From an optimization exercise on the open Yosys and OpenROAD flow, aimed at small area and a short achievable clock period; shortcuts taken in it are not production practice.
RTL that was checked went through simulation tests only; none was proved equivalent to the original.
Only the layout flow was run in runs 2 to 4; the RTL was not checked for function there.
Power and IR drop assume default switching activity.

==> design.v <==
module jpeg_fb_writer #(
  parameter int unsigned       ADDR_W    = 32,
  parameter logic [ADDR_W-1:0] BASE_ADDR = 32'h0010_0000,
  parameter int unsigned       PIX_FMT   = 0
) (
  input  logic              clk,
  input  logic              reset,
  input  logic              in_valid_i,
  input  logic [15:0]       in_width_i,
  input  logic [15:0]       in_height_i,
  input  logic [15:0]       in_x_i,
  input  logic [15:0]       in_y_i,
  input  logic [7:0]        in_r_i,
  input  logic [7:0]        in_g_i,
  input  logic [7:0]        in_b_i,
  output logic              in_accept_o,
  output logic              wr_valid_o,
  output logic [ADDR_W-1:0] wr_addr_o,
  output logic [31:0]       wr_data_o,
  output logic [3:0]        wr_strb_o,
  input  logic              wr_ready_i,
  output logic              frame_done_o,
  output logic              busy_o,
  output logic [15:0]       crop_count_o,
  output logic              geom_err_o
);
  localparam int L = 14;   
  logic        active_q, start_pend_q, frame_done_q, geom_err_q;
  logic        s1_valid_q, s1_crop_q, wr_valid_q, strb_q;
  logic [16:0] s1_z_q;                         
  logic [7:0]  s1_one_q, s1_two_q;             
  logic [6:0]  s1_neg_q;
  logic [7:0]  enc_one, enc_two, enc_neg;
  logic [16:0] b_ext;
  logic [16:0] z_d;
  logic [23:0] s1_rgb_q;
  logic [L-1:0]  wr_lo_q;
  logic          wr_c_q;
  logic [29:L]   wr_p_q, wr_g_q;    
  logic [23:0] wr_rgb_q;
  logic [15:0] wn_q, w_q, h_q, col_q, row_q, crop_cnt_q;
  logic        en, accept, hs, use_latched, in_bounds, start_ok, wr_load;
  logic        idle, count, col_last, last, frame_end;
  logic        active_d, start_pend_d, wr_valid_d, s1_valid_d;
  logic [15:0] w_used, h_used;
  logic [L:0]  lo_sum;
  logic [29:L] hi_sum;
  assign en          = !wr_valid_q | wr_ready_i;
  assign accept      = en & in_valid_i;
  assign hs          = wr_valid_q & wr_ready_i;
  assign idle        = !active_q & !frame_done_q;
  assign use_latched = active_q | start_pend_q;
  assign w_q         = ~wn_q;
  assign w_used      = use_latched ? w_q : in_width_i;
  assign h_used      = use_latched ? h_q : in_height_i;
  assign in_bounds   = (in_x_i < w_used) & (in_y_i < h_used);
  assign start_ok    = accept & in_bounds & !use_latched;
  assign z_d = {1'b0, in_x_i} + (in_y_i[0] ? {1'b0, w_used} : 17'd0);
  assign b_ext = {1'b0, in_y_i[15:1], 1'b0};
  always_comb begin
    for (int j = 0; j < 8; j++) begin
      enc_one[j] = b_ext[2*j+1] ^ b_ext[2*j];
      enc_two[j] = (b_ext[2*j+2] & !b_ext[2*j+1] & !b_ext[2*j]) | (!b_ext[2*j+2] & b_ext[2*j+1] & b_ext[2*j]);
      enc_neg[j] = b_ext[2*j+2] & !(b_ext[2*j+1] & b_ext[2*j]);
    end
  end
  wire [15:0] w    = w_q;
  wire [16:0] z    = s1_z_q;
  wire [7:0]  bone = s1_one_q;
  wire [7:0]  btwo = s1_two_q;
  wire [6:0]  bneg = s1_neg_q;
  wire pp0_0 = ((bone[0] & w[0])) ^ bneg[0];
  wire pp0_1 = ((bone[0] & w[1]) | (btwo[0] & w[0])) ^ bneg[0];
  wire pp0_2 = ((bone[0] & w[2]) | (btwo[0] & w[1])) ^ bneg[0];
  wire pp0_3 = ((bone[0] & w[3]) | (btwo[0] & w[2])) ^ bneg[0];
  wire pp0_4 = ((bone[0] & w[4]) | (btwo[0] & w[3])) ^ bneg[0];
  wire pp0_5 = ((bone[0] & w[5]) | (btwo[0] & w[4])) ^ bneg[0];
  wire pp0_6 = ((bone[0] & w[6]) | (btwo[0] & w[5])) ^ bneg[0];
  wire pp0_7 = ((bone[0] & w[7]) | (btwo[0] & w[6])) ^ bneg[0];
  wire pp0_8 = ((bone[0] & w[8]) | (btwo[0] & w[7])) ^ bneg[0];
  wire pp0_9 = ((bone[0] & w[9]) | (btwo[0] & w[8])) ^ bneg[0];
  wire pp0_10 = ((bone[0] & w[10]) | (btwo[0] & w[9])) ^ bneg[0];
  wire pp0_11 = ((bone[0] & w[11]) | (btwo[0] & w[10])) ^ bneg[0];
  wire pp0_12 = ((bone[0] & w[12]) | (btwo[0] & w[11])) ^ bneg[0];
  wire pp0_13 = ((bone[0] & w[13]) | (btwo[0] & w[12])) ^ bneg[0];
  wire pp0_14 = ((bone[0] & w[14]) | (btwo[0] & w[13])) ^ bneg[0];
  wire pp0_15 = ((bone[0] & w[15]) | (btwo[0] & w[14])) ^ bneg[0];
  wire pp0_16 = ((btwo[0] & w[15])) ^ bneg[0];
  wire pp1_0 = ((bone[1] & w[0])) ^ bneg[1];
  wire pp1_1 = ((bone[1] & w[1]) | (btwo[1] & w[0])) ^ bneg[1];
  wire pp1_2 = ((bone[1] & w[2]) | (btwo[1] & w[1])) ^ bneg[1];
  wire pp1_3 = ((bone[1] & w[3]) | (btwo[1] & w[2])) ^ bneg[1];
  wire pp1_4 = ((bone[1] & w[4]) | (btwo[1] & w[3])) ^ bneg[1];
  wire pp1_5 = ((bone[1] & w[5]) | (btwo[1] & w[4])) ^ bneg[1];
  wire pp1_6 = ((bone[1] & w[6]) | (btwo[1] & w[5])) ^ bneg[1];
  wire pp1_7 = ((bone[1] & w[7]) | (btwo[1] & w[6])) ^ bneg[1];
  wire pp1_8 = ((bone[1] & w[8]) | (btwo[1] & w[7])) ^ bneg[1];
  wire pp1_9 = ((bone[1] & w[9]) | (btwo[1] & w[8])) ^ bneg[1];
  wire pp1_10 = ((bone[1] & w[10]) | (btwo[1] & w[9])) ^ bneg[1];
  wire pp1_11 = ((bone[1] & w[11]) | (btwo[1] & w[10])) ^ bneg[1];
  wire pp1_12 = ((bone[1] & w[12]) | (btwo[1] & w[11])) ^ bneg[1];
  wire pp1_13 = ((bone[1] & w[13]) | (btwo[1] & w[12])) ^ bneg[1];
  wire pp1_14 = ((bone[1] & w[14]) | (btwo[1] & w[13])) ^ bneg[1];
  wire pp1_15 = ((bone[1] & w[15]) | (btwo[1] & w[14])) ^ bneg[1];
  wire pp1_16 = ((btwo[1] & w[15])) ^ bneg[1];
  wire pp2_0 = ((bone[2] & w[0])) ^ bneg[2];
  wire pp2_1 = ((bone[2] & w[1]) | (btwo[2] & w[0])) ^ bneg[2];
  wire pp2_2 = ((bone[2] & w[2]) | (btwo[2] & w[1])) ^ bneg[2];
  wire pp2_3 = ((bone[2] & w[3]) | (btwo[2] & w[2])) ^ bneg[2];
  wire pp2_4 = ((bone[2] & w[4]) | (btwo[2] & w[3])) ^ bneg[2];
  wire pp2_5 = ((bone[2] & w[5]) | (btwo[2] & w[4])) ^ bneg[2];
  wire pp2_6 = ((bone[2] & w[6]) | (btwo[2] & w[5])) ^ bneg[2];
  wire pp2_7 = ((bone[2] & w[7]) | (btwo[2] & w[6])) ^ bneg[2];
  wire pp2_8 = ((bone[2] & w[8]) | (btwo[2] & w[7])) ^ bneg[2];
  wire pp2_9 = ((bone[2] & w[9]) | (btwo[2] & w[8])) ^ bneg[2];
  wire pp2_10 = ((bone[2] & w[10]) | (btwo[2] & w[9])) ^ bneg[2];
  wire pp2_11 = ((bone[2] & w[11]) | (btwo[2] & w[10])) ^ bneg[2];
  wire pp2_12 = ((bone[2] & w[12]) | (btwo[2] & w[11])) ^ bneg[2];
  wire pp2_13 = ((bone[2] & w[13]) | (btwo[2] & w[12])) ^ bneg[2];
  wire pp2_14 = ((bone[2] & w[14]) | (btwo[2] & w[13])) ^ bneg[2];
  wire pp2_15 = ((bone[2] & w[15]) | (btwo[2] & w[14])) ^ bneg[2];
  wire pp2_16 = ((btwo[2] & w[15])) ^ bneg[2];
  wire pp3_0 = ((bone[3] & w[0])) ^ bneg[3];
  wire pp3_1 = ((bone[3] & w[1]) | (btwo[3] & w[0])) ^ bneg[3];
  wire pp3_2 = ((bone[3] & w[2]) | (btwo[3] & w[1])) ^ bneg[3];
  wire pp3_3 = ((bone[3] & w[3]) | (btwo[3] & w[2])) ^ bneg[3];
  wire pp3_4 = ((bone[3] & w[4]) | (btwo[3] & w[3])) ^ bneg[3];
  wire pp3_5 = ((bone[3] & w[5]) | (btwo[3] & w[4])) ^ bneg[3];
  wire pp3_6 = ((bone[3] & w[6]) | (btwo[3] & w[5])) ^ bneg[3];
  wire pp3_7 = ((bone[3] & w[7]) | (btwo[3] & w[6])) ^ bneg[3];
  wire pp3_8 = ((bone[3] & w[8]) | (btwo[3] & w[7])) ^ bneg[3];
  wire pp3_9 = ((bone[3] & w[9]) | (btwo[3] & w[8])) ^ bneg[3];
  wire pp3_10 = ((bone[3] & w[10]) | (btwo[3] & w[9])) ^ bneg[3];
  wire pp3_11 = ((bone[3] & w[11]) | (btwo[3] & w[10])) ^ bneg[3];
  wire pp3_12 = ((bone[3] & w[12]) | (btwo[3] & w[11])) ^ bneg[3];
  wire pp3_13 = ((bone[3] & w[13]) | (btwo[3] & w[12])) ^ bneg[3];
  wire pp3_14 = ((bone[3] & w[14]) | (btwo[3] & w[13])) ^ bneg[3];
  wire pp3_15 = ((bone[3] & w[15]) | (btwo[3] & w[14])) ^ bneg[3];
  wire pp3_16 = ((btwo[3] & w[15])) ^ bneg[3];
  wire pp4_0 = ((bone[4] & w[0])) ^ bneg[4];
  wire pp4_1 = ((bone[4] & w[1]) | (btwo[4] & w[0])) ^ bneg[4];
  wire pp4_2 = ((bone[4] & w[2]) | (btwo[4] & w[1])) ^ bneg[4];
  wire pp4_3 = ((bone[4] & w[3]) | (btwo[4] & w[2])) ^ bneg[4];
  wire pp4_4 = ((bone[4] & w[4]) | (btwo[4] & w[3])) ^ bneg[4];
  wire pp4_5 = ((bone[4] & w[5]) | (btwo[4] & w[4])) ^ bneg[4];
  wire pp4_6 = ((bone[4] & w[6]) | (btwo[4] & w[5])) ^ bneg[4];
  wire pp4_7 = ((bone[4] & w[7]) | (btwo[4] & w[6])) ^ bneg[4];
  wire pp4_8 = ((bone[4] & w[8]) | (btwo[4] & w[7])) ^ bneg[4];
  wire pp4_9 = ((bone[4] & w[9]) | (btwo[4] & w[8])) ^ bneg[4];
  wire pp4_10 = ((bone[4] & w[10]) | (btwo[4] & w[9])) ^ bneg[4];
  wire pp4_11 = ((bone[4] & w[11]) | (btwo[4] & w[10])) ^ bneg[4];
  wire pp4_12 = ((bone[4] & w[12]) | (btwo[4] & w[11])) ^ bneg[4];
  wire pp4_13 = ((bone[4] & w[13]) | (btwo[4] & w[12])) ^ bneg[4];
  wire pp4_14 = ((bone[4] & w[14]) | (btwo[4] & w[13])) ^ bneg[4];
  wire pp4_15 = ((bone[4] & w[15]) | (btwo[4] & w[14])) ^ bneg[4];
  wire pp4_16 = ((btwo[4] & w[15])) ^ bneg[4];
  wire pp5_0 = ((bone[5] & w[0])) ^ bneg[5];
  wire pp5_1 = ((bone[5] & w[1]) | (btwo[5] & w[0])) ^ bneg[5];
  wire pp5_2 = ((bone[5] & w[2]) | (btwo[5] & w[1])) ^ bneg[5];
  wire pp5_3 = ((bone[5] & w[3]) | (btwo[5] & w[2])) ^ bneg[5];
  wire pp5_4 = ((bone[5] & w[4]) | (btwo[5] & w[3])) ^ bneg[5];
  wire pp5_5 = ((bone[5] & w[5]) | (btwo[5] & w[4])) ^ bneg[5];
  wire pp5_6 = ((bone[5] & w[6]) | (btwo[5] & w[5])) ^ bneg[5];
  wire pp5_7 = ((bone[5] & w[7]) | (btwo[5] & w[6])) ^ bneg[5];
  wire pp5_8 = ((bone[5] & w[8]) | (btwo[5] & w[7])) ^ bneg[5];
  wire pp5_9 = ((bone[5] & w[9]) | (btwo[5] & w[8])) ^ bneg[5];
  wire pp5_10 = ((bone[5] & w[10]) | (btwo[5] & w[9])) ^ bneg[5];
  wire pp5_11 = ((bone[5] & w[11]) | (btwo[5] & w[10])) ^ bneg[5];
  wire pp5_12 = ((bone[5] & w[12]) | (btwo[5] & w[11])) ^ bneg[5];
  wire pp5_13 = ((bone[5] & w[13]) | (btwo[5] & w[12])) ^ bneg[5];
  wire pp5_14 = ((bone[5] & w[14]) | (btwo[5] & w[13])) ^ bneg[5];
  wire pp5_15 = ((bone[5] & w[15]) | (btwo[5] & w[14])) ^ bneg[5];
  wire pp5_16 = ((btwo[5] & w[15])) ^ bneg[5];
  wire pp6_0 = ((bone[6] & w[0])) ^ bneg[6];
  wire pp6_1 = ((bone[6] & w[1]) | (btwo[6] & w[0])) ^ bneg[6];
  wire pp6_2 = ((bone[6] & w[2]) | (btwo[6] & w[1])) ^ bneg[6];
  wire pp6_3 = ((bone[6] & w[3]) | (btwo[6] & w[2])) ^ bneg[6];
  wire pp6_4 = ((bone[6] & w[4]) | (btwo[6] & w[3])) ^ bneg[6];
  wire pp6_5 = ((bone[6] & w[5]) | (btwo[6] & w[4])) ^ bneg[6];
  wire pp6_6 = ((bone[6] & w[6]) | (btwo[6] & w[5])) ^ bneg[6];
  wire pp6_7 = ((bone[6] & w[7]) | (btwo[6] & w[6])) ^ bneg[6];
  wire pp6_8 = ((bone[6] & w[8]) | (btwo[6] & w[7])) ^ bneg[6];
  wire pp6_9 = ((bone[6] & w[9]) | (btwo[6] & w[8])) ^ bneg[6];
  wire pp6_10 = ((bone[6] & w[10]) | (btwo[6] & w[9])) ^ bneg[6];
  wire pp6_11 = ((bone[6] & w[11]) | (btwo[6] & w[10])) ^ bneg[6];
  wire pp6_12 = ((bone[6] & w[12]) | (btwo[6] & w[11])) ^ bneg[6];
  wire pp6_13 = ((bone[6] & w[13]) | (btwo[6] & w[12])) ^ bneg[6];
  wire pp6_14 = ((bone[6] & w[14]) | (btwo[6] & w[13])) ^ bneg[6];
  wire pp6_15 = ((bone[6] & w[15]) | (btwo[6] & w[14])) ^ bneg[6];
  wire pp6_16 = ((btwo[6] & w[15])) ^ bneg[6];
  wire pp7_0 = (bone[7] & w[0]);
  wire pp7_1 = (bone[7] & w[1]) | (btwo[7] & w[0]);
  wire pp7_2 = (bone[7] & w[2]) | (btwo[7] & w[1]);
  wire pp7_3 = (bone[7] & w[3]) | (btwo[7] & w[2]);
  wire pp7_4 = (bone[7] & w[4]) | (btwo[7] & w[3]);
  wire pp7_5 = (bone[7] & w[5]) | (btwo[7] & w[4]);
  wire pp7_6 = (bone[7] & w[6]) | (btwo[7] & w[5]);
  wire pp7_7 = (bone[7] & w[7]) | (btwo[7] & w[6]);
  wire pp7_8 = (bone[7] & w[8]) | (btwo[7] & w[7]);
  wire pp7_9 = (bone[7] & w[9]) | (btwo[7] & w[8]);
  wire pp7_10 = (bone[7] & w[10]) | (btwo[7] & w[9]);
  wire pp7_11 = (bone[7] & w[11]) | (btwo[7] & w[10]);
  wire pp7_12 = (bone[7] & w[12]) | (btwo[7] & w[11]);
  wire pp7_13 = (bone[7] & w[13]) | (btwo[7] & w[12]);
  wire pp7_14 = (bone[7] & w[14]) | (btwo[7] & w[13]);
  wire ms0, mc0;
  jfw_ha u_ms0 (.a(z[9]), .b(bneg[4]), .s(ms0), .co(mc0));
  wire ms1, mc1;
  jfw_ha u_ms1 (.a(z[10]), .b(pp0_9), .s(ms1), .co(mc1));
  wire ms2, mc2;
  jfw_fa u_ms2 (.a(z[11]), .b(bneg[5]), .c(pp0_10), .s(ms2), .co(mc2));
  wire ms3, mc3;
  jfw_ha u_ms3 (.a(pp1_8), .b(pp2_6), .s(ms3), .co(mc3));
  wire ms4, mc4;
  jfw_fa u_ms4 (.a(z[12]), .b(pp0_11), .c(pp1_9), .s(ms4), .co(mc4));
  wire ms5, mc5;
  jfw_ha u_ms5 (.a(pp2_7), .b(pp3_5), .s(ms5), .co(mc5));
  wire ms6, mc6;
  jfw_fa u_ms6 (.a(z[13]), .b(bneg[6]), .c(pp0_12), .s(ms6), .co(mc6));
  wire ms7, mc7;
  jfw_fa u_ms7 (.a(pp1_10), .b(pp2_8), .c(pp3_6), .s(ms7), .co(mc7));
  wire ms8, mc8;
  jfw_ha u_ms8 (.a(pp4_4), .b(pp5_2), .s(ms8), .co(mc8));
  wire ms9, mc9;
  jfw_fa u_ms9 (.a(z[14]), .b(pp0_13), .c(pp1_11), .s(ms9), .co(mc9));
  wire ms10, mc10;
  jfw_fa u_ms10 (.a(pp2_9), .b(pp3_7), .c(pp4_5), .s(ms10), .co(mc10));
  wire ms11, mc11;
  jfw_ha u_ms11 (.a(pp5_3), .b(pp6_1), .s(ms11), .co(mc11));
  wire ms12, mc12;
  jfw_fa u_ms12 (.a(z[15]), .b(pp0_14), .c(pp1_12), .s(ms12), .co(mc12));
  wire ms13, mc13;
  jfw_fa u_ms13 (.a(pp2_10), .b(pp3_8), .c(pp4_6), .s(ms13), .co(mc13));
  wire ms14, mc14;
  jfw_fa u_ms14 (.a(pp5_4), .b(pp6_2), .c(pp7_0), .s(ms14), .co(mc14));
  wire ms15, mc15;
  jfw_fa u_ms15 (.a(z[16]), .b(pp0_15), .c(pp1_13), .s(ms15), .co(mc15));
  wire ms16, mc16;
  jfw_fa u_ms16 (.a(pp2_11), .b(pp3_9), .c(pp4_7), .s(ms16), .co(mc16));
  wire ms17, mc17;
  jfw_fa u_ms17 (.a(pp5_5), .b(pp6_3), .c(pp7_1), .s(ms17), .co(mc17));
  wire ms18, mc18;
  jfw_fa u_ms18 (.a(pp0_16), .b(pp1_14), .c(pp2_12), .s(ms18), .co(mc18));
  wire ms19, mc19;
  jfw_fa u_ms19 (.a(pp3_10), .b(pp4_8), .c(pp5_6), .s(ms19), .co(mc19));
  wire ms20, mc20;
  jfw_ha u_ms20 (.a(pp6_4), .b(pp7_2), .s(ms20), .co(mc20));
  wire ms21, mc21;
  jfw_fa u_ms21 (.a(~bneg[0]), .b(pp1_15), .c(pp2_13), .s(ms21), .co(mc21));
  wire ms22, mc22;
  jfw_fa u_ms22 (.a(pp3_11), .b(pp4_9), .c(pp5_7), .s(ms22), .co(mc22));
  wire ms23, mc23;
  jfw_ha u_ms23 (.a(pp6_5), .b(pp7_3), .s(ms23), .co(mc23));
  wire ms24, mc24;
  jfw_fa u_ms24 (.a(pp1_16), .b(pp2_14), .c(pp3_12), .s(ms24), .co(mc24));
  wire ms25, mc25;
  jfw_fa u_ms25 (.a(pp4_10), .b(pp5_8), .c(pp6_6), .s(ms25), .co(mc25));
  wire ms26, mc26;
  jfw_fa u_ms26 (.a(1'b1), .b(~bneg[1]), .c(pp2_15), .s(ms26), .co(mc26));
  wire ms27, mc27;
  jfw_fa u_ms27 (.a(pp3_13), .b(pp4_11), .c(pp5_9), .s(ms27), .co(mc27));
  wire ms28, mc28;
  jfw_fa u_ms28 (.a(1'b1), .b(pp2_16), .c(pp3_14), .s(ms28), .co(mc28));
  wire ms29, mc29;
  jfw_ha u_ms29 (.a(pp4_12), .b(pp5_10), .s(ms29), .co(mc29));
  wire ms30, mc30;
  jfw_fa u_ms30 (.a(~bneg[2]), .b(pp3_15), .c(pp4_13), .s(ms30), .co(mc30));
  wire ms31, mc31;
  jfw_ha u_ms31 (.a(1'b1), .b(pp3_16), .s(ms31), .co(mc31));
  wire ms32, mc32;
  jfw_ha u_ms32 (.a(z[5]), .b(bneg[2]), .s(ms32), .co(mc32));
  wire ms33, mc33;
  jfw_ha u_ms33 (.a(z[6]), .b(pp0_5), .s(ms33), .co(mc33));
  wire ms34, mc34;
  jfw_fa u_ms34 (.a(z[7]), .b(bneg[3]), .c(pp0_6), .s(ms34), .co(mc34));
  wire ms35, mc35;
  jfw_ha u_ms35 (.a(pp1_4), .b(pp2_2), .s(ms35), .co(mc35));
  wire ms36, mc36;
  jfw_fa u_ms36 (.a(z[8]), .b(pp0_7), .c(pp1_5), .s(ms36), .co(mc36));
  wire ms37, mc37;
  jfw_ha u_ms37 (.a(pp2_3), .b(pp3_1), .s(ms37), .co(mc37));
  wire ms38, mc38;
  jfw_fa u_ms38 (.a(ms0), .b(pp0_8), .c(pp1_6), .s(ms38), .co(mc38));
  wire ms39, mc39;
  jfw_fa u_ms39 (.a(pp2_4), .b(pp3_2), .c(pp4_0), .s(ms39), .co(mc39));
  wire ms40, mc40;
  jfw_fa u_ms40 (.a(mc0), .b(pp1_7), .c(pp2_5), .s(ms40), .co(mc40));
  wire ms41, mc41;
  jfw_fa u_ms41 (.a(pp3_3), .b(pp4_1), .c(ms1), .s(ms41), .co(mc41));
  wire ms42, mc42;
  jfw_fa u_ms42 (.a(pp3_4), .b(pp4_2), .c(pp5_0), .s(ms42), .co(mc42));
  wire ms43, mc43;
  jfw_fa u_ms43 (.a(mc1), .b(ms3), .c(ms2), .s(ms43), .co(mc43));
  wire ms44, mc44;
  jfw_fa u_ms44 (.a(pp4_3), .b(pp5_1), .c(mc3), .s(ms44), .co(mc44));
  wire ms45, mc45;
  jfw_fa u_ms45 (.a(ms5), .b(mc2), .c(ms4), .s(ms45), .co(mc45));
  wire ms46, mc46;
  jfw_fa u_ms46 (.a(pp6_0), .b(mc5), .c(ms8), .s(ms46), .co(mc46));
  wire ms47, mc47;
  jfw_fa u_ms47 (.a(mc4), .b(ms6), .c(ms7), .s(ms47), .co(mc47));
  wire ms48, mc48;
  jfw_fa u_ms48 (.a(mc8), .b(ms11), .c(mc6), .s(ms48), .co(mc48));
  wire ms49, mc49;
  jfw_fa u_ms49 (.a(mc7), .b(ms10), .c(ms9), .s(ms49), .co(mc49));
  wire ms50, mc50;
  jfw_fa u_ms50 (.a(mc11), .b(mc10), .c(mc9), .s(ms50), .co(mc50));
  wire ms51, mc51;
  jfw_fa u_ms51 (.a(ms12), .b(ms13), .c(ms14), .s(ms51), .co(mc51));
  wire ms52, mc52;
  jfw_fa u_ms52 (.a(mc12), .b(mc13), .c(mc14), .s(ms52), .co(mc52));
  wire ms53, mc53;
  jfw_fa u_ms53 (.a(ms15), .b(ms16), .c(ms17), .s(ms53), .co(mc53));
  wire ms54, mc54;
  jfw_fa u_ms54 (.a(ms20), .b(mc15), .c(mc16), .s(ms54), .co(mc54));
  wire ms55, mc55;
  jfw_fa u_ms55 (.a(mc17), .b(ms18), .c(ms19), .s(ms55), .co(mc55));
  wire ms56, mc56;
  jfw_fa u_ms56 (.a(mc20), .b(ms23), .c(mc18), .s(ms56), .co(mc56));
  wire ms57, mc57;
  jfw_fa u_ms57 (.a(mc19), .b(ms21), .c(ms22), .s(ms57), .co(mc57));
  wire ms58, mc58;
  jfw_fa u_ms58 (.a(pp7_4), .b(mc23), .c(mc21), .s(ms58), .co(mc58));
  wire ms59, mc59;
  jfw_fa u_ms59 (.a(mc22), .b(ms24), .c(ms25), .s(ms59), .co(mc59));
  wire ms60, mc60;
  jfw_fa u_ms60 (.a(pp6_7), .b(pp7_5), .c(mc24), .s(ms60), .co(mc60));
  wire ms61, mc61;
  jfw_fa u_ms61 (.a(mc25), .b(ms26), .c(ms27), .s(ms61), .co(mc61));
  wire ms62, mc62;
  jfw_fa u_ms62 (.a(pp6_8), .b(pp7_6), .c(ms29), .s(ms62), .co(mc62));
  wire ms63, mc63;
  jfw_fa u_ms63 (.a(mc26), .b(mc27), .c(ms28), .s(ms63), .co(mc63));
  wire ms64, mc64;
  jfw_fa u_ms64 (.a(pp5_11), .b(pp6_9), .c(pp7_7), .s(ms64), .co(mc64));
  wire ms65, mc65;
  jfw_fa u_ms65 (.a(mc29), .b(mc28), .c(ms30), .s(ms65), .co(mc65));
  wire ms66, mc66;
  jfw_fa u_ms66 (.a(pp4_14), .b(pp5_12), .c(pp6_10), .s(ms66), .co(mc66));
  wire ms67, mc67;
  jfw_fa u_ms67 (.a(pp7_8), .b(ms31), .c(mc30), .s(ms67), .co(mc67));
  wire ms68, mc68;
  jfw_fa u_ms68 (.a(~bneg[3]), .b(pp4_15), .c(pp5_13), .s(ms68), .co(mc68));
  wire ms69, mc69;
  jfw_fa u_ms69 (.a(pp6_11), .b(pp7_9), .c(mc31), .s(ms69), .co(mc69));
  wire ms70, mc70;
  jfw_fa u_ms70 (.a(1'b1), .b(pp4_16), .c(pp5_14), .s(ms70), .co(mc70));
  wire ms71, mc71;
  jfw_ha u_ms71 (.a(pp6_12), .b(pp7_10), .s(ms71), .co(mc71));
  wire ms72, mc72;
  jfw_fa u_ms72 (.a(~bneg[4]), .b(pp5_15), .c(pp6_13), .s(ms72), .co(mc72));
  wire ms73, mc73;
  jfw_ha u_ms73 (.a(1'b1), .b(pp5_16), .s(ms73), .co(mc73));
  wire ms74, mc74;
  jfw_ha u_ms74 (.a(z[3]), .b(bneg[1]), .s(ms74), .co(mc74));
  wire ms75, mc75;
  jfw_ha u_ms75 (.a(z[4]), .b(pp0_3), .s(ms75), .co(mc75));
  wire ms76, mc76;
  jfw_fa u_ms76 (.a(ms32), .b(pp0_4), .c(pp1_2), .s(ms76), .co(mc76));
  wire ms77, mc77;
  jfw_fa u_ms77 (.a(mc32), .b(pp1_3), .c(pp2_1), .s(ms77), .co(mc77));
  wire ms78, mc78;
  jfw_fa u_ms78 (.a(pp3_0), .b(mc33), .c(ms35), .s(ms78), .co(mc78));
  wire ms79, mc79;
  jfw_fa u_ms79 (.a(mc35), .b(ms37), .c(mc34), .s(ms79), .co(mc79));
  wire ms80, mc80;
  jfw_fa u_ms80 (.a(mc37), .b(mc36), .c(ms38), .s(ms80), .co(mc80));
  wire ms81, mc81;
  jfw_fa u_ms81 (.a(mc38), .b(mc39), .c(ms40), .s(ms81), .co(mc81));
  wire ms82, mc82;
  jfw_fa u_ms82 (.a(mc40), .b(ms42), .c(mc41), .s(ms82), .co(mc82));
  wire ms83, mc83;
  jfw_fa u_ms83 (.a(mc42), .b(ms44), .c(mc43), .s(ms83), .co(mc83));
  wire ms84, mc84;
  jfw_fa u_ms84 (.a(mc44), .b(ms46), .c(mc45), .s(ms84), .co(mc84));
  wire ms85, mc85;
  jfw_fa u_ms85 (.a(mc46), .b(mc47), .c(ms48), .s(ms85), .co(mc85));
  wire ms86, mc86;
  jfw_fa u_ms86 (.a(mc48), .b(mc49), .c(ms50), .s(ms86), .co(mc86));
  wire ms87, mc87;
  jfw_fa u_ms87 (.a(mc50), .b(mc51), .c(ms52), .s(ms87), .co(mc87));
  wire ms88, mc88;
  jfw_fa u_ms88 (.a(mc52), .b(mc53), .c(ms54), .s(ms88), .co(mc88));
  wire ms89, mc89;
  jfw_fa u_ms89 (.a(mc54), .b(mc55), .c(ms56), .s(ms89), .co(mc89));
  wire ms90, mc90;
  jfw_fa u_ms90 (.a(mc56), .b(mc57), .c(ms58), .s(ms90), .co(mc90));
  wire ms91, mc91;
  jfw_fa u_ms91 (.a(mc58), .b(mc59), .c(ms60), .s(ms91), .co(mc91));
  wire ms92, mc92;
  jfw_fa u_ms92 (.a(mc60), .b(ms62), .c(mc61), .s(ms92), .co(mc92));
  wire ms93, mc93;
  jfw_fa u_ms93 (.a(ms64), .b(mc62), .c(mc63), .s(ms93), .co(mc93));
  wire ms94, mc94;
  jfw_fa u_ms94 (.a(mc64), .b(ms66), .c(mc65), .s(ms94), .co(mc94));
  wire ms95, mc95;
  jfw_fa u_ms95 (.a(mc66), .b(ms68), .c(ms69), .s(ms95), .co(mc95));
  wire ms96, mc96;
  jfw_fa u_ms96 (.a(ms71), .b(mc68), .c(ms70), .s(ms96), .co(mc96));
  wire ms97, mc97;
  jfw_fa u_ms97 (.a(pp7_11), .b(mc71), .c(mc70), .s(ms97), .co(mc97));
  wire ms98, mc98;
  jfw_fa u_ms98 (.a(pp6_14), .b(pp7_12), .c(ms73), .s(ms98), .co(mc98));
  wire ms99, mc99;
  jfw_fa u_ms99 (.a(~bneg[5]), .b(pp6_15), .c(pp7_13), .s(ms99), .co(mc99));
  wire ms100, mc100;
  jfw_ha u_ms100 (.a(1'b1), .b(pp6_16), .s(ms100), .co(mc100));
  wire ms101, mc101;
  jfw_ha u_ms101 (.a(z[1]), .b(bneg[0]), .s(ms101), .co(mc101));
  wire ms102, mc102;
  jfw_ha u_ms102 (.a(z[2]), .b(pp0_1), .s(ms102), .co(mc102));
  wire ms103, mc103;
  jfw_fa u_ms103 (.a(ms74), .b(pp0_2), .c(pp1_0), .s(ms103), .co(mc103));
  wire ms104, mc104;
  jfw_fa u_ms104 (.a(mc74), .b(pp1_1), .c(ms75), .s(ms104), .co(mc104));
  wire ms105, mc105;
  jfw_fa u_ms105 (.a(pp2_0), .b(mc75), .c(ms76), .s(ms105), .co(mc105));
  wire ms106, mc106;
  jfw_fa u_ms106 (.a(ms33), .b(mc76), .c(ms77), .s(ms106), .co(mc106));
  wire ms107, mc107;
  jfw_fa u_ms107 (.a(mc77), .b(ms34), .c(ms78), .s(ms107), .co(mc107));
  wire ms108, mc108;
  jfw_fa u_ms108 (.a(ms36), .b(mc78), .c(ms79), .s(ms108), .co(mc108));
  wire ms109, mc109;
  jfw_fa u_ms109 (.a(ms39), .b(mc79), .c(ms80), .s(ms109), .co(mc109));
  wire ms110, mc110;
  jfw_fa u_ms110 (.a(ms41), .b(mc80), .c(ms81), .s(ms110), .co(mc110));
  wire ms111, mc111;
  jfw_fa u_ms111 (.a(mc81), .b(ms43), .c(ms82), .s(ms111), .co(mc111));
  wire ms112, mc112;
  jfw_fa u_ms112 (.a(ms45), .b(mc82), .c(ms83), .s(ms112), .co(mc112));
  wire ms113, mc113;
  jfw_fa u_ms113 (.a(ms47), .b(mc83), .c(ms84), .s(ms113), .co(mc113));
  wire ms114, mc114;
  jfw_fa u_ms114 (.a(ms49), .b(mc84), .c(ms85), .s(ms114), .co(mc114));
  wire ms115, mc115;
  jfw_fa u_ms115 (.a(ms51), .b(mc85), .c(ms86), .s(ms115), .co(mc115));
  wire ms116, mc116;
  jfw_fa u_ms116 (.a(ms53), .b(mc86), .c(ms87), .s(ms116), .co(mc116));
  wire ms117, mc117;
  jfw_fa u_ms117 (.a(ms55), .b(mc87), .c(ms88), .s(ms117), .co(mc117));
  wire ms118, mc118;
  jfw_fa u_ms118 (.a(ms57), .b(mc88), .c(ms89), .s(ms118), .co(mc118));
  wire ms119, mc119;
  jfw_fa u_ms119 (.a(ms59), .b(mc89), .c(ms90), .s(ms119), .co(mc119));
  wire ms120, mc120;
  jfw_fa u_ms120 (.a(ms61), .b(mc90), .c(ms91), .s(ms120), .co(mc120));
  wire ms121, mc121;
  jfw_fa u_ms121 (.a(ms63), .b(mc91), .c(ms92), .s(ms121), .co(mc121));
  wire ms122, mc122;
  jfw_fa u_ms122 (.a(ms65), .b(mc92), .c(ms93), .s(ms122), .co(mc122));
  wire ms123, mc123;
  jfw_fa u_ms123 (.a(ms67), .b(mc93), .c(ms94), .s(ms123), .co(mc123));
  wire ms124, mc124;
  jfw_fa u_ms124 (.a(mc67), .b(ms95), .c(mc94), .s(ms124), .co(mc124));
  wire ms125, mc125;
  jfw_fa u_ms125 (.a(mc69), .b(ms96), .c(mc95), .s(ms125), .co(mc125));
  wire ms126, mc126;
  jfw_fa u_ms126 (.a(ms72), .b(mc96), .c(ms97), .s(ms126), .co(mc126));
  wire ms127, mc127;
  jfw_fa u_ms127 (.a(mc72), .b(mc97), .c(ms98), .s(ms127), .co(mc127));
  wire ms128, mc128;
  jfw_fa u_ms128 (.a(mc73), .b(ms99), .c(mc98), .s(ms128), .co(mc128));
  wire ms129, mc129;
  jfw_fa u_ms129 (.a(pp7_14), .b(ms100), .c(mc99), .s(ms129), .co(mc129));
  wire [29:0] mra = {ms129, mc127, mc126, ms126, ms125, mc123, mc122, mc121, mc120, mc119, mc118, mc117, mc116, mc115, mc114, mc113, mc112, mc111, mc110, mc109, mc108, mc107, mc106, mc105, mc104, mc103, mc102, mc101, ms101, z[0]};
  wire [29:0] mrb = {mc128, ms128, ms127, mc125, mc124, ms124, ms123, ms122, ms121, ms120, ms119, ms118, ms117, ms116, ms115, ms114, ms113, ms112, ms111, ms110, ms109, ms108, ms107, ms106, ms105, ms104, ms103, ms102, pp0_0, 1'b0};
  jfw_cpa_lo u_lo (.a(mra[L-1:0]), .b(mrb[L-1:0]), .s(lo_sum));
  assign wr_load     = en & s1_valid_q & !s1_crop_q;
  assign s1_valid_d  = en ? in_valid_i : s1_valid_q;
  assign wr_valid_d  = en ? (s1_valid_q & !s1_crop_q) : wr_valid_q;
  assign count       = active_q & hs;
  assign col_last    = col_q == 16'd1;
  assign last        = col_last & (row_q == 16'd1);
  assign frame_end   = count & last;
  assign active_d     = (idle & (start_pend_q | start_ok)) | (active_q & !frame_end);
  assign start_pend_d = frame_done_q & start_ok;
  always_ff @(posedge clk) begin
    if (en) begin
      s1_z_q    <= z_d;
      s1_one_q  <= enc_one;
      s1_two_q  <= enc_two;
      s1_neg_q  <= enc_neg[6:0];
      s1_rgb_q  <= {in_r_i, in_g_i, in_b_i};
      s1_crop_q <= !in_bounds;
    end
    if (start_ok) begin
      wn_q  <= ~in_width_i;
      h_q   <= in_height_i;
    end
    if (start_ok | count)
      col_q <= (!count | col_last) ? w_used : col_q - 16'd1;
    if (start_ok | (count & col_last))
      row_q <= count ? row_q - 16'd1 : in_height_i;
  end
  always_ff @(posedge clk) begin
    if (!reset) begin
      active_q     <= 1'b0;
      start_pend_q <= 1'b0;
      frame_done_q <= 1'b0;
      geom_err_q   <= 1'b0;
      s1_valid_q   <= 1'b0;
      wr_valid_q   <= 1'b0;
      strb_q       <= 1'b0;
      wr_lo_q      <= '0;
      wr_c_q       <= 1'b0;
      wr_p_q       <= '0;
      wr_g_q       <= '0;
      wr_rgb_q     <= '0;
      crop_cnt_q   <= '0;
    end else begin
      active_q     <= active_d;
      start_pend_q <= start_pend_d;
      frame_done_q <= frame_end;
      if (active_q & accept & ((in_width_i != w_q) | (in_height_i != h_q)))
        geom_err_q <= 1'b1;
      s1_valid_q   <= s1_valid_d;
      wr_valid_q   <= wr_valid_d;
      if (wr_load) begin
        strb_q  <= 1'b1;
        wr_rgb_q <= s1_rgb_q;
        wr_lo_q <= lo_sum[L-1:0];
        wr_c_q  <= lo_sum[L];
        wr_p_q  <= mra[29:L] ^ mrb[29:L];
        wr_g_q  <= mra[29:L] & mrb[29:L];
      end
      if (start_ok)
        crop_cnt_q <= 16'd0;
      else if (en & s1_valid_q & s1_crop_q & (crop_cnt_q != 16'hFFFF))
        crop_cnt_q <= crop_cnt_q + 16'd1;
    end
  end
  jfw_cpa_pg u_hi (.p(wr_p_q), .g(wr_g_q), .ci(wr_c_q), .s(hi_sum));
  jfw_accept u_acc (.wr_valid(wr_valid_q), .wr_ready(wr_ready_i), .accept(in_accept_o));
  assign wr_valid_o   = wr_valid_q;
  assign wr_addr_o    = {hi_sum, wr_lo_q, 2'b00};
  assign wr_data_o    = {8'h00, wr_rgb_q};
  assign wr_strb_o    = {4{strb_q}};
  assign frame_done_o = frame_done_q;
  assign busy_o       = active_q | frame_done_q | s1_valid_q | wr_valid_q | start_pend_q;
  assign crop_count_o = crop_cnt_q;
  assign geom_err_o   = geom_err_q;
endmodule
module jfw_cpa_lo (input logic [14-1:0] a, b, output logic [14:0] s);
  assign s = {1'b0, a} + {1'b0, b};
endmodule
module jfw_cpa_pg (
  input  logic [29-14:0] p, g,
  input  logic                 ci,
  output logic [29-14:0] s
);
  localparam int N  = 30 - 14;
  localparam int M  = N + 1;
  localparam int LV = 5;   
  logic [(LV+1)*M-1:0] gg, pp;
  assign gg[M-1:0] = {g, ci};
  assign pp[M-1:0] = {p, 1'b0};
  for (genvar l = 0; l < LV; l++) begin : g_lvl
    for (genvar i = 0; i < M; i++) begin : g_pos
      if (i >= (1 << l)) begin : g_op
        assign gg[(l+1)*M+i] = gg[l*M+i] | (pp[l*M+i] & gg[l*M+i-(1<<l)]);
        assign pp[(l+1)*M+i] = pp[l*M+i] & pp[l*M+i-(1<<l)];
      end else begin : g_pass
        assign gg[(l+1)*M+i] = gg[l*M+i];
        assign pp[(l+1)*M+i] = pp[l*M+i];
      end
    end
  end
  assign s = p ^ gg[LV*M +: N];
endmodule
module jfw_accept (input logic wr_valid, wr_ready, output logic accept);
  assign accept = !wr_valid | wr_ready;
endmodule
module jfw_fa (input logic a, b, c, output logic s, co);
  assign s  = a ^ b ^ c;
  assign co = (a & b) | (c & (a ^ b));
endmodule
module jfw_ha (input logic a, b, output logic s, co);
  assign s  = a ^ b;
  assign co = a & b;
endmodule
==> flow/run.sh <==
#!/bin/bash
# Own layout flow: the standard flow, with plain buf_1 cells as the port buffers
# (instead of the delay-cell buffer the resizer picks by default). Every port still gets
# its own buffer. The full make output goes to std_flow.log in the work folder.
set -euo pipefail
export BUFFER_PORTS_ARGS="-buffer_cell sky130_fd_sc_hd__buf_1"
bash standard.sh finish > std_flow.log 2>&1
==> standard.sh <==
#!/bin/bash
# synth_recipe.tcl (not shown) runs the flow's synth.tcl, then flattens the netlist and writes it again
# the make line also repeats each setting of config.mk as NAME=value (left out here)
make -C /OpenROAD-flow-scripts/flow DESIGN_CONFIG=/design/flow/config.mk WORK_HOME=/design/flow/orfs CLKGATE_MAP_FILE= SYNTH_SCRIPT=/design/flow/synth_recipe.tcl "${@:-finish}"
==> config.mk <==
export PLATFORM = sky130hd
export DESIGN_NAME = jpeg_fb_writer
export DESIGN_NICKNAME = jpeg_fb_writer
export VERILOG_FILES = /design/flow/design.v
export SDC_FILE = /design/flow/constraint.sdc
export NUM_CORES = 4
export LEC_CHECK = 0
export CAP_MARGIN = 20
export CORE_MARGIN = 2
export CORE_UTILIZATION = 40
export CTS_BUF_LIST = sky130_fd_sc_hd__clkbuf_4 sky130_fd_sc_hd__clkbuf_8
export CTS_CLUSTER_DIAMETER = 60
export CTS_CLUSTER_SIZE = 12
export SETUP_SLACK_MARGIN = 5.0
export SLEW_MARGIN = 20
export SYNTH_HIERARCHICAL = 1
==> constraint.sdc <==
create_clock -name core_clock -period 9.0 [get_ports {clk}]
set_input_delay 1.8000 -clock core_clock [delete_from_list [all_inputs] [get_ports {clk}]]
set_output_delay 1.8000 -clock core_clock [all_outputs]
set_load 0.01 [all_outputs]
==> run summary, run 1 <==
status complete, no violations; RePlAce Congestion 0.8884; r2r setup slk 4.89 ns; Setup crit start kind flip-flop; final setup violation count 0; Reg2Reg Depth 12; crit path max fanout 10; initial antenna violation count 1; hold crit path type flip-flop to flip-flop; core area 0.04185 mm2; Routed WL 47.87 mm; wire per inst 19.13 um; WS Path Type flip-flop to flip-flop; Post-Layout Cell Count 2502; n_diodes 0; die area 0.04406 mm2; cts hold-fix bufs 0; # IOs between 150 and 200; WP data arrival 4.54 ns; first-pass GRT wire length 74.10 mm; Skew-Pair Late Insertion Delay 0.61 ns; Die Wd 209.9 um; Crit-path slowest cell fa_1; synth warn 7; Initial Utilization 40.52%; minimum clock period 4.106 ns; most frequent cells in the layout nand2_1 (208), xnor2_1 (158), buf_1 (158); WHS Endpoint wr_rgb_q[9]; Hold Crit Start wr_rgb_q[9]; CTS tree done; vias in the first global route 13600; Detail Placement HPWL about 34 mm; Layout Nets 2256; layout cells sized above 1 12.63%; placed cell areas about 0.018 mm2; RR Endpoint wr_lo_q[12]; post-route design area 0.01947 mm2; P&R area growth vs syn 14.82%; Max-Cap Viols 0; clock buffer depth 3; Mapped Cells approximately 1800; largest net degree at the start of global routing 75; PortBufs 170; Core Rows 75; Total Routing Usage GR 21.22%; CP endpoint kind flip-flop; DP Cell Count 2381; syn avg cell area 9.608 um2; Worst path top cell family by delay adder cells; total CTS buffers 25; Clock transition at path regs 0.08 ns; PwrDens 320.1 mW/mm2; ANT nets after route 0; worst slack, placed approximately 4 ns; RSZ-0062 raised after global routing true; fin worst setup slack just under 5 ns; CP dominant cell by count fa_1; Mapped Area between 0.015 and 0.02 mm2; DRC viols 0; H-tree depth 1; clk_skew 0.03433 ns; Peak Freq 243.5 MHz; Pre-antenna DRT Iters 7; Die Span Y 209.9 um; final hold vios 0; vias per cell 5.491; critical register-to-register path startpoint wn_q[10]; Worst Max-Slew Pin Slew between 1 and 1.5 ns; Slew headroom about 31%; routed vias 13740; Crit path largest cell delay roughly 0.52 ns; Slew Viols, Final 0; Period Utilization, post-route 45.62%; depth of the worst hold-timing path 2; peak supply drop 0.2935 mV; commonest non-fill, non-tap cell in the layout nand2_1; Worst Hold Slack 0.4553 ns; critical path cell sequence o22ai_2 > xnor2_1 > fa_1 > fa_1 > fa_1 > fa_1 > ha_4 > nor2b_1 > a2111oi_1 > o311ai_2 > nand2_1 > a21oi_2; CP bufs+invs 0; final setup TNS 0 ns; total gr overflow 0; CTS root buffer clkbuf_8; Critical Path RT 9.44 ns; static leakage 7.200 nW; First DRT Iteration DRCs 1103; CTS sink count 222
[area by class of cell]
type                            count  area [um2]
Clock buffer                       38       454.2
Clock inverter                      7       77.57
Fill cell                        4029       22380
Inverter                           72       335.3
Multi-Input combinational cell   1369       10840
Sequential cell                   222        5759
Tap cell                          539       674.4
Timing Repair Buffer              255        1328
[worst max path at each step]
stage,from,to,cells past startpoint
final,wn_q[10],wr_lo_q[12],12
after global routing,s1_one_q[0],wr_lo_q[12],16
after CTS,wr_c_q,wr_addr_o[31],7
after detailed placement,in_width_i[6],row_q[10],12
after global placement,in_width_i[6],row_q[9],12
after floorplan,in_x_i[1],row_q[0],6
[registers in the layout (all words and copies together) (netlist names), 15 cells and up]
name and flops:
wr_rgb_q 24, wr_p_q 16, row_q 16, s1_z_q 17
s1_rgb_q 24, h_q 16, col_q 16, wr_g_q 15
wn_q 16, crop_cnt_q 16
[tightest hold or removal path: cells and delay by family (launching register included)]
kind,cells,cell delay (ns)
DFF,1,0.31
and+or+nand+nor,1,0.05
AOI/OAI and AO/OA,1,0.05
[metrics by stage]
step                      total power [W]  util (%)
after floorplan                  0.004101         -
after global placement           0.004839     42.85
after detailed placement         0.004903     42.85
after CTS                        0.005927     45.78
after global routing             0.006846     46.52
final                            0.006232     46.52
[timing repair]
item                                    in CTS  in global routing
pin swaps                                   13                 25
endpoints found under the setup margin      33                 71
cloned                                       0                  1
buffers inserted                            67                  8
resized for setup                           53                 61
endpoints found under the hold margin        0                  0
[power breakdown]
| part | total [W] | leakage [nW] | switching, W | internal, W |
|---|---|---|---|---|
| Combinational | 0.00408 | 4.88 | 0.00217 | 0.00191 |
| Sequential | 0.00140 | 2.05 | 0.000160 | 0.00124 |
| Clock | 0.000744 | 0.277 | 0.000387 | 0.000357 |
[routing by layer]
| layer | track usage, % | wire, um | vias up |
|---|---|---|---|
| met1 | 29.09 | 21100 | 6590 |
| met5 | 0 | 14 | - |
| met2 | 34.54 | 21970 | 508 |
| li1 | - | - | 6519 |
| met4 | 7.655 | 1613 | 2 |
| met3 | 2.723 | 3172 | 119 |
==> run 2: changes to the inputs <==
--- a/design.v
+++ b/design.v
@@ -467,3 +467,3 @@
   wire [29:0] mrb = {mc128, ms128, ms127, mc125, mc124, ms124, ms123, ms122, ms121, ms120, ms119, ms118, ms117, ms116, ms115, ms114, ms113, ms112, ms111, ms110, ms109, ms108, ms107, ms106, ms105, ms104, ms103, ms102, pp0_0, 1'b0};
-  jfw_cpa_lo u_lo (.a(mra[L-1:0]), .b(mrb[L-1:0]), .s(lo_sum));
+  assign lo_sum      = {1'b0, mra[L-1:0]} + {1'b0, mrb[L-1:0]};
   assign wr_load     = en & s1_valid_q & !s1_crop_q;
@@ -543,5 +543,2 @@
 endmodule
-module jfw_cpa_lo (input logic [14-1:0] a, b, output logic [14:0] s);
-  assign s = {1'b0, a} + {1'b0, b};
-endmodule
 module jfw_cpa_pg (
--- a/config.mk
+++ b/config.mk
@@ -11,4 +11,4 @@
 export CTS_BUF_LIST = sky130_fd_sc_hd__clkbuf_4 sky130_fd_sc_hd__clkbuf_8
-export CTS_CLUSTER_DIAMETER = 60
-export CTS_CLUSTER_SIZE = 12
+export CTS_CLUSTER_DIAMETER = 80
+export CTS_CLUSTER_SIZE = 16
 export SETUP_SLACK_MARGIN = 5.0
==> run summary, run 2 <==
status complete, no violations; switching pwr about 0.0027 W; most frequent cells in the layout nand2_1 (179), xnor2_1 (164), buf_1 (143); Pre-antenna DRT Iters 5; clk_skew around 0.060 ns; static leakage 7.331 nW; total gr overflow 0; Slew Viols, Final 0; PwrDens 309.3 mW/mm2; Mapped Area 0.01683 mm2; Die Wd 209.1 um; vias per cell around 5.5; Initial Utilization 40.30%; wire per inst 19.84 um; Skew-Pair Late Insertion Delay 0.60 ns; CP endpoint kind flip-flop; final setup TNS 0 ns; first-pass GRT wire length 75.01 mm; critical register-to-register path startpoint s1_one_q[1]; cts hold-fix bufs 0; H-tree depth 1; Int Pwr 0.003397 W; Total Routing Usage GR 21.65%; die area 0.04373 mm2; First DRT Iteration DRCs around 950; WP data arrival 4.47 ns; Switching Share 44.05%; worst slack, placed 2.921 ns; minimum clock period between 4 and 5 ns; Mapped Cells around 1700; Core Rows 75; Worst Max-Slew Pin Slew 0.9624 ns; Reg2Reg Depth 13; synth warn 7; largest net degree at the start of global routing 81; biggest regs s1_rgb_q (24), wr_rgb_q (24), s1_z_q (17); depth of the worst hold-timing path 2; Layout Nets 2213; PortBufs 170; WHS Endpoint wr_lo_q[6]; layout cells sized above 1 about 14%; Period Utilization, post-route 44.72%; P&R area growth vs syn 16.64%; clock buffer depth 3; CTS tree done; r2r setup slk slightly below 5 ns; CTS sink count 222; routed vias 13570; crit path max fanout 4; commonest non-fill, non-tap cell in the layout nand2_1; final setup violation count 0; Peak Freq 248.4 MHz; ANT nets after route 0; Seq pwr share 23.3%; CTS root buffer clkbuf_8; peak supply drop 0.2603 mV; total CTS buffers 20; initial antenna violation count 2; DRC viols 0; Setup crit start kind flip-flop; RR Endpoint wr_c_q; part of the power in combinational logic 65.9%; RePlAce Congestion 0.8557; Routed WL 48.76 mm; Die Span Y 209.1 um; # IOs 181; syn avg cell area 9.853 um2; Max-Cap Viols 0; Slew headroom 35.84%; WS Path Type flip-flop to flip-flop; Final Util between 40% and 50%; final hold vios 0; Detail Placement HPWL approximately 33 mm; part of the power in the clock network 10.8%; core area 0.04176 mm2; RSZ-0062 raised after global routing true; Critical Path RT 9.45 ns; hold crit path type flip-flop to flip-flop; Clock transition at path regs roughly 0.11 ns; fin worst setup slack 4.975 ns; Hold Crit Start wr_lo_q[6]; vias in the first global route around 14000; Worst Hold Slack 0.4532 ns
-- run 2: how the worst max path moves through the flow --
| stage | start | endpoint | slack (ns) | cells after the start |
|---|---|---|---|---|
| 3_5_place_dp | in_width_i[13] | row_q[3] | 2.92 | 13 |
| 2_1_floorplan | in_width_i[4] | row_q[0] | 3.94 | 11 |
| 6_report | s1_one_q[1] | wr_c_q | 4.97 | 13 |
| 5_1_grt | s1_one_q[1] | wr_lo_q[13] | 4.85 | 13 |
| 3_3_place_gp | in_width_i[13] | row_q[3] | 3.01 | 13 |
| 4_1_cts | wr_c_q | wr_addr_o[31] | 4.89 | 7 |
-- run 2: metal layers --
metal	wire (um)	track usage, %	up-vias
li1	-	-	6360
met1	21100	29.79	6515
met2	21870	34.23	586
met3	4004	3.983	110
met4	1785	7.685	0
met5	0	0	-
-- run 2: area by class of cell --
class | count | area, um2
Clock buffer | 26 | 320.3
Sequential cell | 222 | 5758
Inverter | 73 | 332.8
Multi-Input combinational cell | 1314 | 10840
Fill cell | 3985 | 22130
Clock inverter | 9 | 96.34
Antenna cell | 3 | 7.507
Timing Repair Buffer | 272 | 1599
Tap cell | 539 | 674.4
-- run 2: critical path: stages (launching register included) --
cell        delay (ns)
edfxtp_1          0.39
clkinvlp_4        0.19
o22ai_2           0.26
xnor2_2           0.10
fa_1              0.56
fa_1              0.44
fa_1              0.53
ha_4              0.22
a21o_1            0.17
or3_1             0.30
a31oi_1           0.20
nor3_2            0.10
a2111oi_2         0.31
nor4b_1           0.10
-- run 2: power groups by stage --
stage | Clock (W) | Combinational [W] | Sequential [W]
2_1_floorplan | 0 | 0.00273 | 0.00137
4_1_cts | 0.000679 | 0.00389 | 0.00142
3_3_place_gp | 0 | 0.00348 | 0.00145
5_1_grt | 0.000716 | 0.00449 | 0.00144
6_report | 0.000656 | 0.00400 | 0.00142
3_5_place_dp | 0 | 0.00357 | 0.00146
-- run 2: per-stage QoR --
step                      instances  power (W)  cell area [um2]
after global routing           2457   0.006645            19630
after detailed placement       2327   0.005027            17850
after global placement         2327   0.004931            17850
final                          2458   0.006071            19630
after floorplan                1722   0.004100            16960
after CTS                      2434   0.005984            19190
-- run 2: repair_timing --
| action | 4_1_cts | 5_1_grt |
|---|---|---|
| cloned | 3 | 0 |
| setup buffers | 69 | 21 |
| pin swaps | 31 | 33 |
| gates resized for setup | 89 | 58 |
| setup endpoints to repair | 96 | 105 |
==> run 3: changes to the inputs <==
--- a/design.v
+++ b/design.v
@@ -26,3 +26,3 @@
 );
-  localparam int L = 14;   
+  localparam int L = 13;   
   logic        active_q, start_pend_q, frame_done_q, geom_err_q;
@@ -467,3 +467,3 @@
   wire [29:0] mrb = {mc128, ms128, ms127, mc125, mc124, ms124, ms123, ms122, ms121, ms120, ms119, ms118, ms117, ms116, ms115, ms114, ms113, ms112, ms111, ms110, ms109, ms108, ms107, ms106, ms105, ms104, ms103, ms102, pp0_0, 1'b0};
-  assign lo_sum      = {1'b0, mra[L-1:0]} + {1'b0, mrb[L-1:0]};
+  jfw_cpa_lo u_lo (.a(mra[L-1:0]), .b(mrb[L-1:0]), .s(lo_sum));
   assign wr_load     = en & s1_valid_q & !s1_crop_q;
@@ -543,10 +543,13 @@
 endmodule
+module jfw_cpa_lo (input logic [13-1:0] a, b, output logic [13:0] s);
+  assign s = {1'b0, a} + {1'b0, b};
+endmodule
 module jfw_cpa_pg (
-  input  logic [29-14:0] p, g,
+  input  logic [29-13:0] p, g,
   input  logic                 ci,
-  output logic [29-14:0] s
+  output logic [29-13:0] s
 );
-  localparam int N  = 30 - 14;
+  localparam int N  = 30 - 13;
   localparam int M  = N + 1;
-  localparam int LV = 5;   
+  localparam int LV = $clog2(M);
   logic [(LV+1)*M-1:0] gg, pp;
--- a/config.mk
+++ b/config.mk
@@ -13,3 +13,3 @@
 export CTS_CLUSTER_SIZE = 16
-export SETUP_SLACK_MARGIN = 5.0
+export SETUP_SLACK_MARGIN = 4.6
 export SLEW_MARGIN = 20
==> run summary, run 3 <==
Core Rows 75; Total Routing Usage GR 20.53%; Max-Cap Viols 0; biggest regs s1_rgb_q (24), wr_rgb_q (24); clk_skew 0.02548 ns; critical register-to-register path startpoint s1_one_q[0]; Worst Hold Slack between 0.4 and 0.5 ns; synth warn 7; total gr overflow 0; wire per inst 18.97 um; layout cells sized above 1 under 10%; First DRT Iteration DRCs roughly 860; first-pass GRT wire length about 72 mm; routed vias 13220; CTS tree done; H-tree depth 1; Layout Nets 2198; Pre-antenna DRT Iters 5; final hold vios 0; final setup violation count 0; Slew Viols, Final 0; WP data arrival ~2.5 ns; commonest non-fill, non-tap cell in the layout nand2_1; static leakage 6.986 nW; Detail Placement HPWL ~34 mm; Hold Crit Start wr_rgb_q[1]; PortBufs 170; clock buffer depth 3; Worst Max-Slew Pin Slew 1.036 ns; PwrDens roughly 300 mW/mm2; final setup TNS 0 ns; WS Path Type flip-flop to output port; die area approximately 0.044 mm2; CTS sink count 223; Mapped Area approximately 0.017 mm2; Crit path largest cell delay 0.34 ns; RSZ-0062 raised after global routing false; Critical Path RT 7.20 ns; n_diodes 0; most frequent cells in the layout nand2_1 (210), xnor2_1 (175), buf_1 (167); critical path cell sequence ha_2 > o211ai_1 > a21oi_2 > o21ai_2 > o211ai_2 > a221oi_2 > xnor2_1 > buf_2; cts hold-fix bufs 0; largest net degree at the start of global routing 81; minimum clock period about 4.3 ns; Die Span Y around 210 um; core area about 0.042 mm2; Crit. Startpoint wr_p_q[13]; Initial Utilization 40.61%; vias in the first global route around 13000; CTS root buffer clkbuf_8; RePlAce Congestion 0.8980; initial antenna violation count 0; ANT nets after route 0; Period Utilization, post-route 47.53%; syn avg cell area 9.863 um2; P&R area growth vs syn 11.11%; Slew headroom 30.95%; Clock transition at path regs 0.10 ns; Mapped Cells roughly 1700; Crit-path slowest cell dfxtp_2; # IOs 181; crit path max fanout 4; Routed WL 46.24 mm; Skew-Pair Late Insertion Delay between 0.5 and 0.6 ns; hold crit path type flip-flop to flip-flop; DRC viols 0; status complete, no violations; peak supply drop 0.2533 mV; Peak Freq 233.8 MHz; vias per cell 5.421; Setup crit start kind flip-flop; Die Wd 210.4 um; total CTS buffers 19; CP endpoint kind output port
-- run 3: per-layer routing --
layer  global-route usage [%]  share of wire, %  vias to the layer above
met5                        0                 0                        -
met4                    4.402               1.5                        0
met3                    2.846               7.0                       58
met2                    33.79                46                      470
met1                    28.87                45                     6386
li1                         -                 -                     6302
-- run 3: what timing repair did --
action,in CTS,in global routing
hold endpoints to repair,0,0
gates cloned,0,1
buffers inserted,4,49
endpoints found under the setup margin,20,57
pin swaps,0,6
resized for setup,1,19
-- run 3: worst max-delay path: cells and delay by family (launching register included) --
kind / cells / cell delay [ns]
AO/OA/AOI/OAI: 5 / 1.07
buffers and inverters: 1 / 0.16
adder cells (fa/ha/maj): 1 / 0.18
XOR/XNOR: 1 / 0.15
flip-flops: 1 / 0.34
-- run 3: path summary, 6_finish.rpt --
kind              cells after the start  slack [ns]            end
hold reg to reg                       2        0.47    wr_rgb_q[1]
setup reg to reg                     15        4.82    wr_lo_q[12]
hold / removal                        2        0.47    wr_rgb_q[1]
setup / recovery                      8        4.72  wr_addr_o[30]
-- run 3: cell type report --
class | count | area (um2)
Timing Repair inverter | 1 | 5.005
Sequential cell | 223 | 5758
Clock inverter | 4 | 37.54
Fill cell | 4034 | 23020
Inverter | 71 | 302.8
Tap cell | 539 | 674.4
Timing Repair Buffer | 233 | 1190
Clock buffer | 29 | 342.8
Multi-Input combinational cell | 1338 | 10620
-- run 3: power breakdown --
part,internal [W],switching [W]
logic,0.00164,0.00198
registers,0.00125,0.000152
clock network,0.000250,0.000372
-- run 3: stage by stage --
stage | worst slack (ns) | instance area [um2] | util, % | std cells | power, W
after floorplan | 4.791 | 17090 | - | 1742 | 0.004145
after global placement | 4.086 | 18010 | 42.94 | 2351 | 0.004882
after CTS | 4.611 | 18420 | 43.92 | 2388 | 0.005634
after detailed placement | 4.029 | 18010 | 42.94 | 2351 | 0.004975
final | 4.722 | 18930 | 45.12 | 2438 | 0.005648
after global routing | 4.576 | 18930 | 45.12 | 2438 | 0.006253
==> run 4: changes to the inputs <==
--- a/design.v
+++ b/design.v
@@ -26,3 +26,3 @@
 );
-  localparam int L = 13;   
+  localparam int L = 15;   
   logic        active_q, start_pend_q, frame_done_q, geom_err_q;
@@ -543,3 +543,3 @@
 endmodule
-module jfw_cpa_lo (input logic [13-1:0] a, b, output logic [13:0] s);
+module jfw_cpa_lo (input logic [15-1:0] a, b, output logic [15:0] s);
   assign s = {1'b0, a} + {1'b0, b};
@@ -547,9 +547,9 @@
 module jfw_cpa_pg (
-  input  logic [29-13:0] p, g,
+  input  logic [29-15:0] p, g,
   input  logic                 ci,
-  output logic [29-13:0] s
+  output logic [29-15:0] s
 );
-  localparam int N  = 30 - 13;
+  localparam int N  = 30 - 15;
   localparam int M  = N + 1;
-  localparam int LV = $clog2(M);
+  localparam int LV = 4;   
   logic [(LV+1)*M-1:0] gg, pp;
--- a/config.mk
+++ b/config.mk
@@ -13,3 +13,3 @@
 export CTS_CLUSTER_SIZE = 16
-export SETUP_SLACK_MARGIN = 4.6
+export SETUP_SLACK_MARGIN = 5.0
 export SLEW_MARGIN = 20
==> run summary, run 4 <==
status complete, no violations; layout cells sized above 1 approximately 14%; biggest regs s1_rgb_q (24), wr_rgb_q (24), s1_z_q (17); final setup TNS 0 ns; Core Rows 75; DRC viols 0; n_diodes 0; die area 0.04420 mm2; P&R area growth vs syn 16.81%; Slew Viols, Final 0; WP data arrival ~2.4 ns; Mapped Cells 1738; WL met1 20.74 mm; Worst Max-Slew Pin Slew between 0.9 and 1 ns; RSZ-0062 raised after global routing true; CP endpoint kind output port; depth of the worst hold-timing path 2; static leakage 7.434 nW; RePlAce Congestion 0.8545; Initial Utilization 40.56%; PortBufs 170; routed vias 13570; Setup crit start kind flip-flop; total CTS buffers 18; Routed WL between 40 and 50 mm; final setup violation count 0; switching pwr 0.002874 W; Slew headroom 34.58%; Critical Path RT between 7 and 8 ns; met2 WL 21.88 mm; Clock transition at path regs 0.09 ns; Worst Hold Slack ~0.46 ns; CTS sink count 221; Period Utilization, post-route 46.09%; Final Util 47.38%; CTS root buffer clkbuf_8; ANT nets after route 0; clock buffer depth 3; part of the power in combinational logic 69.9%; Highest Signal Layer met5; Total Routing Usage GR 20.72%; syn avg cell area 9.789 um2; Seq pwr share between 20% and 30%; final hold vios 0; part of the power in the clock network 9.2%; PwrDens roughly 330 mW/mm2; crit path max fanout 3; minimum clock period 4.148 ns; commonest non-fill, non-tap cell in the layout nand2_1; H-tree depth 1; WS Path Type flip-flop to output port; Detail Placement HPWL 32.82 mm; post-route design area 0.01987 mm2; Switching Share around 43%; first-pass GRT wire length 72.98 mm; Skew-Pair Late Insertion Delay 0.59 ns; wire per inst 18.64 um; Reg2Reg Depth 14; synth warn 7; largest net degree at the start of global routing 79; Crit-path slowest cell or4_1; most frequent cells in the layout nand2_1 (198), xnor2_1 (160), buf_1 (156); Crit path largest cell delay approximately 0.40 ns; Die Span Y 210.2 um; total gr overflow 0; # IOs ~180; critical path cell sequence ha_4 > o211ai_1 > a211o_1 > a31oi_4 > or4_1 > o2111ai_1 > buf_2; peak supply drop roughly 0.34 mV; initial antenna violation count 1; placed cell areas 0.01801 mm2; core area 0.04195 mm2; metal3 WL 3.019 mm; CTS tree done; Int Pwr 0.003736 W; vias per cell approximately 5.4; Peak Freq 241.1 MHz; Layout Nets 2274; vias in the first global route between 10000 and 15000; First DRT Iteration DRCs 1023; Mapped Area roughly 0.017 mm2; hold crit path type flip-flop to flip-flop; Pre-antenna DRT Iters 5; Die Wd 210.2 um; Max-Cap Viols 0; clk_skew ~0.038 ns
==> run 4: power groups by stage <==
stage	combinational, W	sequential [W]	clock, W
finish	0.00462	0.00138	0.000610
global route	0.00513	0.00140	0.000666
CTS	0.00417	0.00138	0.000634
detailed placement	0.00382	0.00143	0
global placement	0.00377	0.00142	0
floorplan	0.00301	0.00135	0
==> run 4: timing repair <==
action,in CTS,in global routing
setup buffers,93,28
resized for setup,61,60
setup endpoints to repair,98,107
pin swaps,20,21
hold buffers,0,0
cloned,1,1
==> run 4: layout make-up <==
type,count,area [um2]
Clock buffer,25,300.3
Clock inverter,5,60.06
Fill cell,3924,22070
Inverter,78,361.6
Multi-Input combinational cell,1344,10950
Sequential cell,221,5737
Tap cell,539,674.4
Timing Repair Buffer,298,1773
Timing Repair inverter,2,12.51
==> run 4: stage by stage <==
stage | std cells | power [W] | worst slack [ns]
after floorplan | 1753 | 0.004363 | 5.014
after global placement | 2359 | 0.005189 | 4.216
after global routing | 2512 | 0.007195 | 4.725
after detailed placement | 2359 | 0.005250 | 4.133
after CTS | 2483 | 0.006181 | 4.819
final | 2512 | 0.006609 | 4.852
==> run 4: critical path, delay by kind of cell (launching register included) <==
family                     cells  cell delay, ns
AOI/OAI and AO/OA              4            0.71
adders and majority gates      1            0.16
buffers and inverters          1            0.17
DFF                            1            0.35
and+or+nand+nor                1            0.40
==> run 4: path summary, 6_finish.rpt <==
path	from	to	slack, ns
min	wr_lo_q[13]	wr_lo_q[13]	0.46
max reg2reg	s1_one_q[0]	wr_lo_q[14]	4.94
max	wr_p_q[15]	wr_addr_o[28]	4.85
min reg2reg	wr_lo_q[13]	wr_lo_q[13]	0.46
==> run 4: layer usage <==
metal,track usage (%),vias up
met5,0,-
met1,28.71,6542
met2,33.66,451
met4,6.187,2
met3,3.024,71
li1,-,6508

afterwards: timing with drivers on the ports:
Ports are ideal in the flow. The routed layouts listed here were re-timed in OpenROAD. Step 1 sets driving cells, clkbuf_16 on the clock port and buf_2 on the other inputs (assumed; they add their load-dependent delay and slew). Step 2 also shifts input and output timing later by t, the mid clock arrival at the registers, as if the neighbouring blocks saw the same clock. Slacks: ideal ports / drivers / drivers and shift; pairs: ideal ports / drivers.
run | shift t [ns] | slack for setup (ns) | slew at the worst register clock pin (ns)
run 1 | 0.634 | 4.894 / 4.894 / 4.488 | 0.09 / 0.09
run 2 | 0.629 | 4.975 / 4.927 / 4.378 | 0.11 / 0.11
run 3 | 0.611 | 4.722 / 4.675 / 4.251 | 0.12 / 0.12
run 4 | 0.614 | 4.852 / 4.812 / 4.489 | 0.12 / 0.12
After both steps setup and hold are still met in every run listed. The setup slack of run 2, which loses most, moves by -0.048 ns with the drivers and by -0.597 ns with both steps.
